What follows belongs to an exercise in optimizing a design on an open flow for small area and few clock cycles per item; a production flow would make more cautious choices. At most, simulation tests tie the RTL to the original design; equivalence was not proved.

Design fp_mult_pipe, start of the top module:
module fp_mult_pipe #(
    parameter int EXP_W = 8,
    parameter int MAN_W = 23
) (
    input  logic                   clk,
    input  logic                   rst_n,
    input  logic                   in_valid,
    output logic                   in_ready,
    input  logic [EXP_W+MAN_W:0]   a,
    input  logic [EXP_W+MAN_W:0]   b,
    output logic                   out_valid,
    input  logic                   out_ready,
    output logic [EXP_W+MAN_W:0]   product,
    output logic [4:0]             flags
);
Settings: LEC_CHECK=0, CAP_MARGIN=20, CORE_MARGIN=2, CORE_UTILIZATION=40, GPL_TIMING_DRIVEN=0, SETUP_SLACK_MARGIN=0.05, SLEW_MARGIN=20, SYNTH_HIERARCHICAL=1; clock period 7.5 ns.
run.sh (not shown) runs the stock make flow with config.mk's settings and CLKGATE_MAP_FILE= SYNTH_SCRIPT=/design/flow/synth_recipe.tcl, a recipe that flattens the netlist after the stock synthesis.
Testbench counts at the start, summed over its fixed seeds: cycles 8,008, items 8,000.
Rerun with:
--- a/flow/config.mk
+++ b/flow/config.mk
@@ -10,4 +10,2 @@
 export CORE_UTILIZATION = 40
-export GPL_TIMING_DRIVEN = 0
-export SETUP_SLACK_MARGIN = 0.05
 export SLEW_MARGIN = 20
What happened: Synthesized area is unchanged. Die area does not change. Final cell count went up by 5.8%. Design area increases by 7.0%. Sequential share of layout area decreases by 0.37 points.

* * *

== 10-23 ==
fp_mult_pipe, a different RTL version from the one above (not shown whole).
Size in the first run: about 1,600 cells after synthesis, roughly 110 I/O pins, ~0.016 mm2 of cells after synthesis.
export LEC_CHECK = 0
export CAP_MARGIN = 20
export CORE_MARGIN = 2
export CORE_UTILIZATION = 40
export GPL_TIMING_DRIVEN = 1
export SETUP_SLACK_MARGIN = 0.05
export SLEW_MARGIN = 20
export SYNTH_HIERARCHICAL = 1
create_clock -name core_clock -period 7.5 [get_ports {clk}]
standard.sh (not shown) runs the stock make flow with config.mk's settings and CLKGATE_MAP_FILE= SYNTH_SCRIPT=/design/flow/synth_recipe.tcl, a recipe that flattens the netlist after the stock synthesis.
==> flow/flow/run.sh <==
#!/bin/bash
# Standard layout with two changes: the port buffers are buf_2 cells, and right
# after synthesis every combinational cell is set to its smallest drive strength
# (the standard repair steps then size up what timing and slew need).
set -euo pipefail
export BUFFER_PORTS_ARGS="-buffer_cell sky130_fd_sc_hd__buf_2"
bash standard.sh synth > synth.log 2>&1
DS_ODB="$PWD/orfs/results/$FLOW_PLATFORM/fp_mult_pipe/base/1_synth.odb" \
DS_LIB="$FLOW_HOME/platforms/$FLOW_PLATFORM/lib/sky130_fd_sc_hd__tt_025C_1v80.lib" \
DS_MAP="$PWD/flow/downsize_map.txt" \
  openroad -no_init -exit flow/downsize.tcl > downsize.log 2>&1
export SKIP_GATE_CLONING=1
export POST_GLOBAL_PLACE_TCL="$PWD/flow/post_gpl.tcl"
bash standard.sh > standard.log 2>&1
==> flow/flow/post_gpl.tcl <==
# After timing-driven global placement: take out the buffers it inserted
# (the port buffers stay); the resize and CTS repair steps add back what
# slew, capacitance and timing need.
set bufs [get_cells -quiet place*]
puts "post_gpl: removing [llength $bufs] placement buffers"
if { [llength $bufs] > 0 } {
  remove_buffers $bufs
}
Other scripts of this flow, unchanged in this note and not shown: flow/flow/downsize.tcl, flow/flow/downsize_map.txt
Setup changes, 10-23 to 02-27
-- flow/flow/run.sh --
<<< 10-23, line 13
export POST_GLOBAL_PLACE_TCL="$PWD/flow/post_gpl.tcl"
>>> 02-27, line 13
removed: flow/flow/post_gpl.tcl
Findings:
Library cell contributing the largest single delay on the critical path: sky130_fd_sc_hd__xor2_4 -> 10-23, sky130_fd_sc_hd__fa_1 -> 02-27
Setup slack: 02-27 more than 10-23
[diff] shortest period the worst path allows, 02-27 relative to 10-23: improvement
Total number of nets in the final design on 02-27 is up relative to 10-23.
No functional check of the RTL was part of any run of this note.

* * *

## job 103
Another version of the RTL of fp_mult_pipe (not shown whole).
Size: roughly 1700 cells after synthesis.
Settings: LEC_CHECK=0, CAP_MARGIN=20, CORE_MARGIN=2, CORE_UTILIZATION=40, GPL_TIMING_DRIVEN=0, PLACE_DENSITY=0.75, SETUP_SLACK_MARGIN=0.05, SLEW_MARGIN=20, SYNTH_HIERARCHICAL=1; clock period 7.5 ns.
==> flow/flow/run.sh <==
#!/bin/bash
# Standard layout with two changes: the port buffers are buf_2 cells, and right
# after synthesis every combinational cell is set to its smallest drive strength
# (the standard repair steps then size up what timing and slew need).
set -euo pipefail
export BUFFER_PORTS_ARGS="-buffer_cell sky130_fd_sc_hd__buf_2"
bash standard.sh synth > synth.log 2>&1
DS_ODB="$PWD/orfs/results/$FLOW_PLATFORM/fp_mult_pipe/base/1_synth.odb" \
DS_LIB="$FLOW_HOME/platforms/$FLOW_PLATFORM/lib/sky130_fd_sc_hd__tt_025C_1v80.lib" \
DS_MAP="$PWD/flow/downsize_map.txt" \
  openroad -no_init -exit flow/downsize.tcl > downsize.log 2>&1
bash standard.sh > standard.log 2>&1
Other scripts of this flow, unchanged in this note and not shown: flow/flow/downsize.tcl, flow/flow/downsize_map.txt
Every stage of job 103 finished as expected; the final checks, on the other hand, flagged negative setup slack, which means the layout fails.
Testbench counts of job 103, summed over its fixed seeds: cycles 8,008, items 8,000.
Changes in job 101 relative to job 103:
- clearing PLACE_DENSITY, which used to be 0.75
==> run notes <==
- Job 101 vs. job 103: routed wirelength normalized by instance count went down by about 0.8%.
- Job 101 vs job 103, final design area excluding fillers went up by about 0.6%.
- Taking job 103 as the reference point, the hold slack of job 101 falls by 0.033 ns.
- Job 101 finished all stages; the layout is clean.
- Summary of job 101 over job 103: area taken by multi-input logic gates decreased 0.32%, number of slew-limit violations in the final report essentially unchanged, met1 wire length increased 9.1%, area growth from synthesis to layout increased 0.76 points.
- Clock period minus final worst setup slack, job 103 and job 101, lower one = job 101.

* * *

job 2577:
fp_mult_pipe, a different RTL version from the one above (not shown whole).
Size: about 110 I/O pins, roughly 17000 µm² of cells after synthesis.
export LEC_CHECK = 0
export CAP_MARGIN = 20
export CORE_MARGIN = 2
export CORE_UTILIZATION = 30
export GPL_TIMING_DRIVEN = 1
export SETUP_SLACK_MARGIN = 0.05
export SLEW_MARGIN = 20
export SYNTH_HIERARCHICAL = 1
create_clock -name core_clock -period 7.5 [get_ports {clk}]
==> flow/flow/run.sh <==
#!/bin/bash
# Standard layout with two changes: the port buffers are buf_2 cells, and right
# after synthesis every combinational cell is set to its smallest drive strength
# (the standard repair steps then size up what timing and slew need).
set -euo pipefail
export BUFFER_PORTS_ARGS="-buffer_cell sky130_fd_sc_hd__buf_2"
bash standard.sh synth > synth.log 2>&1
DS_ODB="$PWD/orfs/results/$FLOW_PLATFORM/fp_mult_pipe/base/1_synth.odb" \
DS_LIB="$FLOW_HOME/platforms/$FLOW_PLATFORM/lib/sky130_fd_sc_hd__tt_025C_1v80.lib" \
DS_MAP="$PWD/flow/downsize_map.txt" \
  openroad -no_init -exit flow/downsize.tcl > downsize.log 2>&1
export SKIP_GATE_CLONING=1
bash standard.sh > standard.log 2>&1
Other scripts of this flow, unchanged in this note and not shown: flow/flow/downsize.tcl, flow/flow/downsize_map.txt
### job 2577 -> job 1573
- CORE_UTILIZATION: 30 -> 40
--- a/flow/flow/run.sh
+++ b/flow/flow/run.sh
@@ -12,0 +13 @@
+export DONT_USE_CELLS="sky130_fd_sc_hd__buf_6 sky130_fd_sc_hd__buf_8 sky130_fd_sc_hd__buf_12 sky130_fd_sc_hd__buf_16 sky130_fd_sc_hd__bufbuf_8 sky130_fd_sc_hd__bufbuf_16"
Job 1573 against job 2577: final net count fell 0.86%; met3 track utilization from global routing rose 5.5 points; routed length on met1 fell 1.1 mm. Launch point of the worst path = b[17]: job 1573; launch point of the worst path = b[16]: job 2577. In job 1573 the die area turned out 25% lower than in job 2577. Diff job 2577 -> job 1573: tightest hold margin lost 0.0097 ns; total placed cells including tap cells lost 181; clock edge transition at the registers on the reported setup and hold paths neither gained nor lost much; via count neither gained nor lost much. Changes observed in job 1573 relative to job 2577: met1 routing resource usage after global routing picked up an extra 7.6 points; number of clock buffer instances in the layout picked up an extra 1.
Function was not checked in any run of this note: the RTL went through the layout flow alone.

* * *

Setup of run 1:
fp_mult_pipe again, from the RTL that the note above started with.
clock: 7.5 ns
lec_check: 0
cap_margin: 20
core_margin: 2
core_utilization: 40
gpl_timing_driven: 1
setup_slack_margin: 0.0
slew_margin: 20
synth_hierarchical: 1
==> flow/flow/run.sh <==
#!/bin/bash
# Standard layout with two changes: the port buffers are buf_2 cells, and right
# after synthesis every combinational cell is set to its smallest drive strength
# (the standard repair steps then size up what timing and slew need).
set -euo pipefail
export BUFFER_PORTS_ARGS="-buffer_cell sky130_fd_sc_hd__buf_2"
bash standard.sh synth > synth.log 2>&1
DS_ODB="$PWD/orfs/results/$FLOW_PLATFORM/fp_mult_pipe/base/1_synth.odb" \
DS_LIB="$FLOW_HOME/platforms/$FLOW_PLATFORM/lib/sky130_fd_sc_hd__tt_025C_1v80.lib" \
DS_MAP="$PWD/flow/downsize_map.txt" \
  openroad -no_init -exit flow/downsize.tcl > downsize.log 2>&1
export SKIP_GATE_CLONING=1
bash standard.sh > standard.log 2>&1
Other scripts of this flow, unchanged in this note and not shown: flow/flow/downsize.tcl, flow/flow/downsize_map.txt
diff inputs: run 1 => run 2
- SETUP_SLACK_MARGIN changed from 0.0 to 0.05
--- a/flow/flow/run.sh
+++ b/flow/flow/run.sh
@@ -12,0 +13 @@
+export POST_GLOBAL_PLACE_TCL="$PWD/flow/post_gpl.tcl"
==> flow/flow/post_gpl.tcl (new file) <==
# After timing-driven global placement: replace the buffers it inserted
# (the port buffers stay) by gain-based fanout buffering.
set bufs [get_cells -quiet place*]
puts "post_gpl: removing [llength $bufs] placement buffers"
if { [llength $bufs] > 0 } {
  remove_buffers $bufs
}
estimate_parasitics -placement
repair_design -buffer_gain 4 -verbose
- Run 2 did not finish; a tool error ended it in global placement (3_3_place_gp).
- The mean post-synth cell area of run 2 and that of run 1 are within noise of each other.
- Starting utilization of the core area: run 1 vs run 2 identical
- Diff run 2..run 1 | synthesized area | unchanged
- Number of I/O port buffers came out exactly the same in run 1 and run 2.
- Diff run 2..run 1 | floorplan die height | unchanged
- Run 1 → run 2: number of standard-cell rows in the floorplan shows no meaningful change, synthesized cell count shows no meaningful change.
No functional check of the RTL was part of any run of this note.

* * *

fp_mult_pipe again, from the RTL that the note above started with.
Settings: LEC_CHECK=0, CAP_MARGIN=20, CORE_MARGIN=2, CORE_UTILIZATION=50, GPL_TIMING_DRIVEN=1, SETUP_SLACK_MARGIN=0.05, SLEW_MARGIN=20, SYNTH_HIERARCHICAL=1; clock period 7.5 ns.
==> flow/flow/run.sh <==
#!/bin/bash
# Standard layout with two changes: the port buffers are buf_2 cells, and right
# after synthesis every combinational cell is set to its smallest drive strength
# (the standard repair steps then size up what timing and slew need).
set -euo pipefail
export BUFFER_PORTS_ARGS="-buffer_cell sky130_fd_sc_hd__buf_2"
bash standard.sh synth > synth.log 2>&1
DS_ODB="$PWD/orfs/results/$FLOW_PLATFORM/fp_mult_pipe/base/1_synth.odb" \
DS_LIB="$FLOW_HOME/platforms/$FLOW_PLATFORM/lib/sky130_fd_sc_hd__tt_025C_1v80.lib" \
DS_MAP="$PWD/flow/downsize_map.txt" \
  openroad -no_init -exit flow/downsize.tcl > downsize.log 2>&1
export SKIP_GATE_CLONING=1
bash standard.sh > standard.log 2>&1
Other scripts of this flow, unchanged in this note and not shown: flow/flow/downsize.tcl, flow/flow/downsize_map.txt
The starting point ran to the end with no violations.
Rerun with:
--- a/flow/flow/run.sh
+++ b/flow/flow/run.sh
@@ -4,5 +4,5 @@
 # (the standard repair steps then size up what timing and slew need).
 set -euo pipefail
-export BUFFER_PORTS_ARGS="-buffer_cell sky130_fd_sc_hd__buf_2"
+export BUFFER_PORTS_ARGS="-buffer_cell sky130_fd_sc_hd__buf_4"
 bash standard.sh synth > synth.log 2>&1
 DS_ODB="$PWD/orfs/results/$FLOW_PLATFORM/fp_mult_pipe/base/1_synth.odb" \
CORE_UTILIZATION = 40   (was 50)
Design area is about the same.
Wire length goes down slightly.
Worst hold slack got worse by 0.10 ns.
Setup slack got worse by 0.050 ns.
Die area goes up by a quarter to a third.
Synthesized area does not change.
First-iteration DRC count goes down by a few percent.
Clock skew is about the same.
Critical path depth goes down by 1.
Rerun with:
--- a/flow/flow/run.sh
+++ b/flow/flow/run.sh
@@ -4,5 +4,5 @@
 # (the standard repair steps then size up what timing and slew need).
 set -euo pipefail
-export BUFFER_PORTS_ARGS="-buffer_cell sky130_fd_sc_hd__buf_4"
+export BUFFER_PORTS_ARGS="-buffer_cell sky130_fd_sc_hd__buf_1"
 bash standard.sh synth > synth.log 2>&1
 DS_ODB="$PWD/orfs/results/$FLOW_PLATFORM/fp_mult_pipe/base/1_synth.odb" \
- The changed run went through all stages and came out clean
- utilization barely changes
- via count is higher by 0.34%
- first-iteration DRC count climbs by 7.7%
- setup slack degrades by 0.10 ns
- hold slack stays flat
- final area barely changes
- die area does not change
- non-clock buffer count is higher by 49
- register-to-register slack barely changes
- wire length came out lower by 0.89%
Rerun with:
--- a/flow/flow/run.sh
+++ b/flow/flow/run.sh
@@ -4,5 +4,5 @@
 # (the standard repair steps then size up what timing and slew need).
 set -euo pipefail
-export BUFFER_PORTS_ARGS="-buffer_cell sky130_fd_sc_hd__buf_1"
+export BUFFER_PORTS_ARGS="-buffer_cell sky130_fd_sc_hd__buf_2"
 bash standard.sh synth > synth.log 2>&1
 DS_ODB="$PWD/orfs/results/$FLOW_PLATFORM/fp_mult_pipe/base/1_synth.odb" \
@@ -11,3 +11,4 @@
   openroad -no_init -exit flow/downsize.tcl > downsize.log 2>&1
 export SKIP_GATE_CLONING=1
+export GPL_KEEP_OVERFLOW=0
 bash standard.sh > standard.log 2>&1
=> Core utilization goes up by 0.73 points. Synthesized area does not change. Final area increases by 1.6%. Count of clock-buffer cells in the layout goes down by 1. Sequential share of layout area drops by 0.10 points. Setup slack is worse by 0.018 ns. Die area stays the same. Synthesized cell count does not change. Via count climbs by 2.4%.
No run of this note included a check of the RTL's function; only the layout flow was run.

* * *

lane 4:
fp_mult_pipe again, from the RTL that the note above started with.
Design fp_mult_pipe, start of the top module:
module fp_mult_pipe #(
    parameter int EXP_W = 8,
    parameter int MAN_W = 23
) (
    input  logic                   clk,
    input  logic                   rst_n,
    input  logic                   in_valid,
    output logic                   in_ready,
    input  logic [EXP_W+MAN_W:0]   a,
    input  logic [EXP_W+MAN_W:0]   b,
    output logic                   out_valid,
    input  logic                   out_ready,
    output logic [EXP_W+MAN_W:0]   product,
    output logic [4:0]             flags
);
clock: 7.5 ns
lec_check: 0
cap_margin: 20
core_margin: 2
core_utilization: 40
gpl_timing_driven: 1
setup_slack_margin: 0.05
slew_margin: 20
synth_hierarchical: 1
==> flow/flow/run.sh <==
#!/bin/bash
# Standard layout with two changes: the port buffers are buf_2 cells, and right
# after synthesis every combinational cell is set to its smallest drive strength
# (the standard repair steps then size up what timing and slew need).
set -euo pipefail
export BUFFER_PORTS_ARGS="-buffer_cell sky130_fd_sc_hd__buf_2"
bash standard.sh synth > synth.log 2>&1
DS_ODB="$PWD/orfs/results/$FLOW_PLATFORM/fp_mult_pipe/base/1_synth.odb" \
DS_LIB="$FLOW_HOME/platforms/$FLOW_PLATFORM/lib/sky130_fd_sc_hd__tt_025C_1v80.lib" \
DS_MAP="$PWD/flow/downsize_map.txt" \
  openroad -no_init -exit flow/downsize.tcl > downsize.log 2>&1
export SKIP_GATE_CLONING=1
export GLOBAL_PLACEMENT_ARGS="-timing_driven_net_weight_max 3"
bash standard.sh > standard.log 2>&1
Other scripts of this flow, unchanged in this note and not shown: flow/flow/downsize.tcl, flow/flow/downsize_map.txt
Lane 4 finished end to end and its layout was clean on timing, DRC and antenna.
Edits applied to the flow inputs when going from lane 4 to lane 5:
diff --git a/flow/flow/run.sh b/flow/flow/run.sh
--- a/flow/flow/run.sh
+++ b/flow/flow/run.sh
@@ -11,4 +11,3 @@
   openroad -no_init -exit flow/downsize.tcl > downsize.log 2>&1
 export SKIP_GATE_CLONING=1
-export GLOBAL_PLACEMENT_ARGS="-timing_driven_net_weight_max 3"
 bash standard.sh > standard.log 2>&1
--- outcome ---
Summary of the comparison: signed area change from the synthesized netlist to the final layout is lower in lane 5, relative to lane 4. Measured against each other, lane 5 and lane 4 differ in worst setup slack, the higher figure coming from lane 4. In terms of sequential cell area share, lane 5 and lane 4 differ only marginally. Routing layer with the top usage in global route: met1 -> lane 4, met2 -> lane 5. Comparing lane 5 and lane 4, the higher clock-buffer cell count was measured on lane 5. Delta (lane 5 minus lane 4): final period demand of the worst path went up by 0.040 ns. Final area of lane 5 is on par with lane 4. In lane 5 relative to lane 4, routed length on met2 had gone up by a few percent. Measured against each other, lane 5 and lane 4 differ in share of the cycle needed by the critical path after routing, the lower figure coming from lane 4.
Function was not checked in any run of this note: the RTL went through the layout flow alone.

-- afterwards: timing with drivers on the ports --
In the flow no input, the clock included, has a driving cell. The finished layouts below were timed again as built, in two steps.
Step 1, drivers: a clkbuf_16 drives clk and a buf_2 each remaining input, both assumed.
Step 2, shift: input delay + t, output delay - t, t = (earliest + latest rising clock arrival at the registers) / 2. This alone moves slack from input paths to output paths.
Three values: ideal ports, drivers, drivers and shift; two values: the first two.
run | shift t [ns] | setup WS [ns] | worst slew at a driven data input, ns | pins driven straight from the clock port
the first run of note 1 | 0.320 | 0.162 / 0.172 / -0.147 | 0.05 | 1
the second run of note 1 | 0.326 | 0.184 / 0.173 / -0.152 | 0.07 | 1
10-23 | 0.319 | 0.180 / -0.910 / -1.229 | 1.24 | 1
02-27 | 0.326 | 0.276 / 0.293 / -0.033 | 0.06 | 1
job 103 | 0.331 | -0.086 / -0.091 / -0.422 | 0.20 | 1
job 101 | 0.315 | 0.127 / 0.061 / -0.254 | 0.18 | 1
job 2577 | 0.325 | 0.293 / 0.279 / -0.046 | 0.07 | 1
job 1573 | 0.321 | 0.293 / 0.306 / -0.015 | 0.06 | 1
run 1 | 0.317 | 0.316 / 0.327 / 0.010 | 0.08 | 1
the first run of note 6 | 0.331 | 0.384 / 0.398 / 0.067 | 0.10 | 1
the second run of note 6 | 0.320 | 0.334 / 0.350 / 0.030 | 0.09 | 1
the third run of note 6 | 0.323 | 0.230 / 0.244 / -0.079 | 0.06 | 1
the fourth run of note 6 | 0.323 | 0.212 / 0.187 / -0.136 | 0.08 | 1
lane 4 | 0.324 | 0.332 / 0.350 / 0.026 | 0.05 | 1
lane 5 | 0.321 | 0.293 / 0.306 / -0.015 | 0.06 | 1
Met with ideal ports but missed after step 2: setup timing in 10 of these runs. For 10-23, which loses most, drivers alone change the setup slack by -1.090 ns; drivers and shift together by -1.409 ns.
